Source: an optimization exercise on an open RTL-to-GDS flow (aim: small area). Production flows keep margins and buffers that such runs may drop.
Function was checked by simulation only, so behaviour that the tests miss may differ from the original.
Power figures rest on the tool's default switching activity, not on a simulated workload.

// efuse_load_ctrl
module efuse_load_ctrl
#(
  parameter  int EFUSE_BIT      = 1024,
  parameter  int APB_ADDR_WIDTH = 8,
  parameter  int APB_DATA_WIDTH = 8,
  parameter  int STRB_DEF       = 4,
  parameter  int AUTO_LOAD      = 1,
  localparam int EA_W           = $clog2(EFUSE_BIT)
) (
  input  logic                      clk,
  input  logic                      rstn,
  input  logic                      psel,
  input  logic                      penable,
  input  logic                      pwrite,
  input  logic [APB_ADDR_WIDTH-1:0] paddr,
  input  logic [APB_DATA_WIDTH-1:0] pwdata,
  output logic [APB_DATA_WIDTH-1:0] prdata,
  output logic                      pready,
  output logic                      pslverr,
  output logic                      efuse_csb,
  output logic [EA_W-1:0]           efuse_addr,
  output logic                      efuse_strobe,
  input  logic                      efuse_dout,
  output logic                      busy,
  output logic                      load_done
);
  efuse_ctrl_pkg::efuse_state_e state_q, state_d;
  logic [EA_W-1:0]      addr_q, addr_d;
  logic [3:0]           cnt_q;        
  logic [3:0]           slen_q;       
  logic                 start_req;
  logic                 start;
  logic                 busy_w, done_w;
  logic [1023:0]        ring_q;       
  logic [7:0]           cur_q;        
  logic [7:0]           prev_q;       
  logic [6:0]           h_q;          
  logic                 loading;
  logic [6:0]           ncur, ncur_m1, pidx;
  logic [3:0]           pm;           
  logic                 ins;
  logic [6:0]           rn;
  logic [6:0]           rsel;
  logic [7:0]           ring_byte;
  ...
For scale: ~2000 cells after synthesis, about 46 I/O pins, roughly 0.028 mm^2 of cells after synthesis.
==> flow/config.mk <==
export PLATFORM = sky130hd
export DESIGN_NAME = efuse_load_ctrl
export DESIGN_NICKNAME = efuse_load_ctrl
export VERILOG_FILES = /design/flow/design.v
export SDC_FILE = /design/flow/constraint.sdc
export NUM_CORES = 4
export LEC_CHECK = 0
export CAP_MARGIN = 0
export CORE_MARGIN = 2
export CORE_UTILIZATION = 45
export PLACE_DENSITY = 0.65
export SLEW_MARGIN = 0
export SYNTH_HIERARCHICAL = 1
export SYNTH_MINIMUM_KEEP_SIZE = 0
==> flow/constraint.sdc <==
create_clock -name core_clock -period 12.0 [get_ports {clk}]
set_input_delay 2.4000 -clock core_clock [delete_from_list [all_inputs] [get_ports {clk}]]
set_output_delay 2.4000 -clock core_clock [all_outputs]
set_load 0.01 [all_outputs]
standard.sh (not shown) runs the stock make flow with config.mk's settings and CLKGATE_MAP_FILE= SYNTH_SCRIPT=/design/flow/synth_recipe.tcl, a recipe that flattens the netlist after the stock synthesis.
==> flow/flow/run.sh <==
#!/bin/bash
# Own layout flow: the standard ORFS flow (standard.sh) with these changes:
#  - synthesis runs the standard flow's own script (synth_recipe.tcl) unchanged, except that
#    ABC maps the logic with flow/abc_area.script (SAT-based deep synthesis
#    for area, then ORFS's usual mapper, no ABC buffering or gate sizing), and
#    the adders are left to ABC instead of ORFS's adder cell mapping. Registers
#    are mapped before ABC runs, so they are the standard synthesis's;
#  - the port buffers are plain buf_1 cells;
#  - the clock tree has no dummy loads, with sink clusters of up to 18 flops.
# The make output goes to flow_make.log; ORFS keeps each step's log in orfs/logs.
set -euo pipefail
here=$(pwd)
{
  echo "proc abc {args} {"
  echo "  set i [lsearch -exact \$args -script]"
  echo "  if {\$i >= 0} { lset args [expr {\$i + 1}] {$here/flow/abc_area.script} }"
  echo "  yosys abc {*}\$args"
  echo "}"
  cat synth_recipe.tcl
} > flow_synth.tcl
bash standard.sh \
  "SYNTH_SCRIPT=$here/flow_synth.tcl" 'ADDER_MAP_FILE=' \
  'BUFFER_PORTS_ARGS=-buffer_cell sky130_fd_sc_hd__buf_1' \
  'CTS_ARGS=-sink_clustering_enable -repair_clock_nets -dont_use_dummy_load -sink_clustering_size 18 -sink_clustering_max_diameter 60 -buf_list sky130_fd_sc_hd__clkbuf_8' \
  finish > flow_make.log 2>&1
==> flow/flow/abc_area.script <==
&get -n
&st
&deepsyn -T 30
&dch
&nf -R 1000
&put
topo
stime -c
Change:
--- a/flow/flow/run.sh
+++ b/flow/flow/run.sh
@@ -8,3 +8,3 @@
 #  - the port buffers are plain buf_1 cells;
-#  - the clock tree has no dummy loads, with sink clusters of up to 18 flops.
+#  - the clock tree has no dummy loads, with sink clusters of up to 20 flops.
 # The make output goes to flow_make.log; ORFS keeps each step's log in orfs/logs.
@@ -23,3 +23,3 @@
   'BUFFER_PORTS_ARGS=-buffer_cell sky130_fd_sc_hd__buf_1' \
-  'CTS_ARGS=-sink_clustering_enable -repair_clock_nets -dont_use_dummy_load -sink_clustering_size 18 -sink_clustering_max_diameter 60 -buf_list sky130_fd_sc_hd__clkbuf_8' \
+  'CTS_ARGS=-sink_clustering_enable -repair_clock_nets -dont_use_dummy_load -sink_clustering_size 20 -sink_clustering_max_diameter 60 -buf_list sky130_fd_sc_hd__clkbuf_8' \
   finish > flow_make.log 2>&1
Via count drops slightly. Sequential share of layout area climbs by 0.23 points. Power hardly moves. Setup slack is worse by 140 ps.
Change:
==> flow/flow/run.sh (replaced) <==
#!/bin/bash
# Own layout flow: the standard ORFS flow, with plain buf_1 cells as the
# port buffers and no dummy loads in the clock tree.
set -euo pipefail
bash standard.sh \
  'BUFFER_PORTS_ARGS=-buffer_cell sky130_fd_sc_hd__buf_1' \
  'CTS_ARGS=-sink_clustering_enable -repair_clock_nets -dont_use_dummy_load -sink_clustering_size 10 -sink_clustering_max_diameter 40 -buf_list sky130_fd_sc_hd__clkbuf_4' \
  finish > flow_make.log 2>&1
removed: flow/flow/abc_area.script
=> Critical path depth drops by 4. Final area climbs by 1.7%. Worst setup slack improved by 230 ps. Fmax climbs by 2.1%.

## separate check: timing with driven ports
No port has a modelled driver above. Below, the same layouts with a new extraction and two added sets of constraints. Step 1, drivers: a clkbuf_16 drives clk and a buf_2 each remaining input, both assumed. Step 2, shift: input delay + t, output delay - t, t = (earliest + latest rising clock arrival at the registers) / 2. This alone moves slack from input paths to output paths. Three values: ideal ports, drivers, drivers and shift; two values: the first two.
| run | t, ns | setup WS [ns] | clock arrival spread, ns | worst slew at a driven data input, ns | cell pins on the clock port's net |
|---|---|---|---|---|---|
| the first run | 0.720 | 1.186 / 1.159 / 1.159 | 0.070 / 0.070 | 0.04 | 1 |
| the second run | 0.697 | 1.049 / 1.024 / 1.024 | 0.091 / 0.091 | 0.05 | 1 |
| the third run | 0.931 | 1.278 / 1.251 / 1.251 | 0.155 / 0.156 | 0.04 | 1 |
After both steps setup and hold are still met in every run listed.
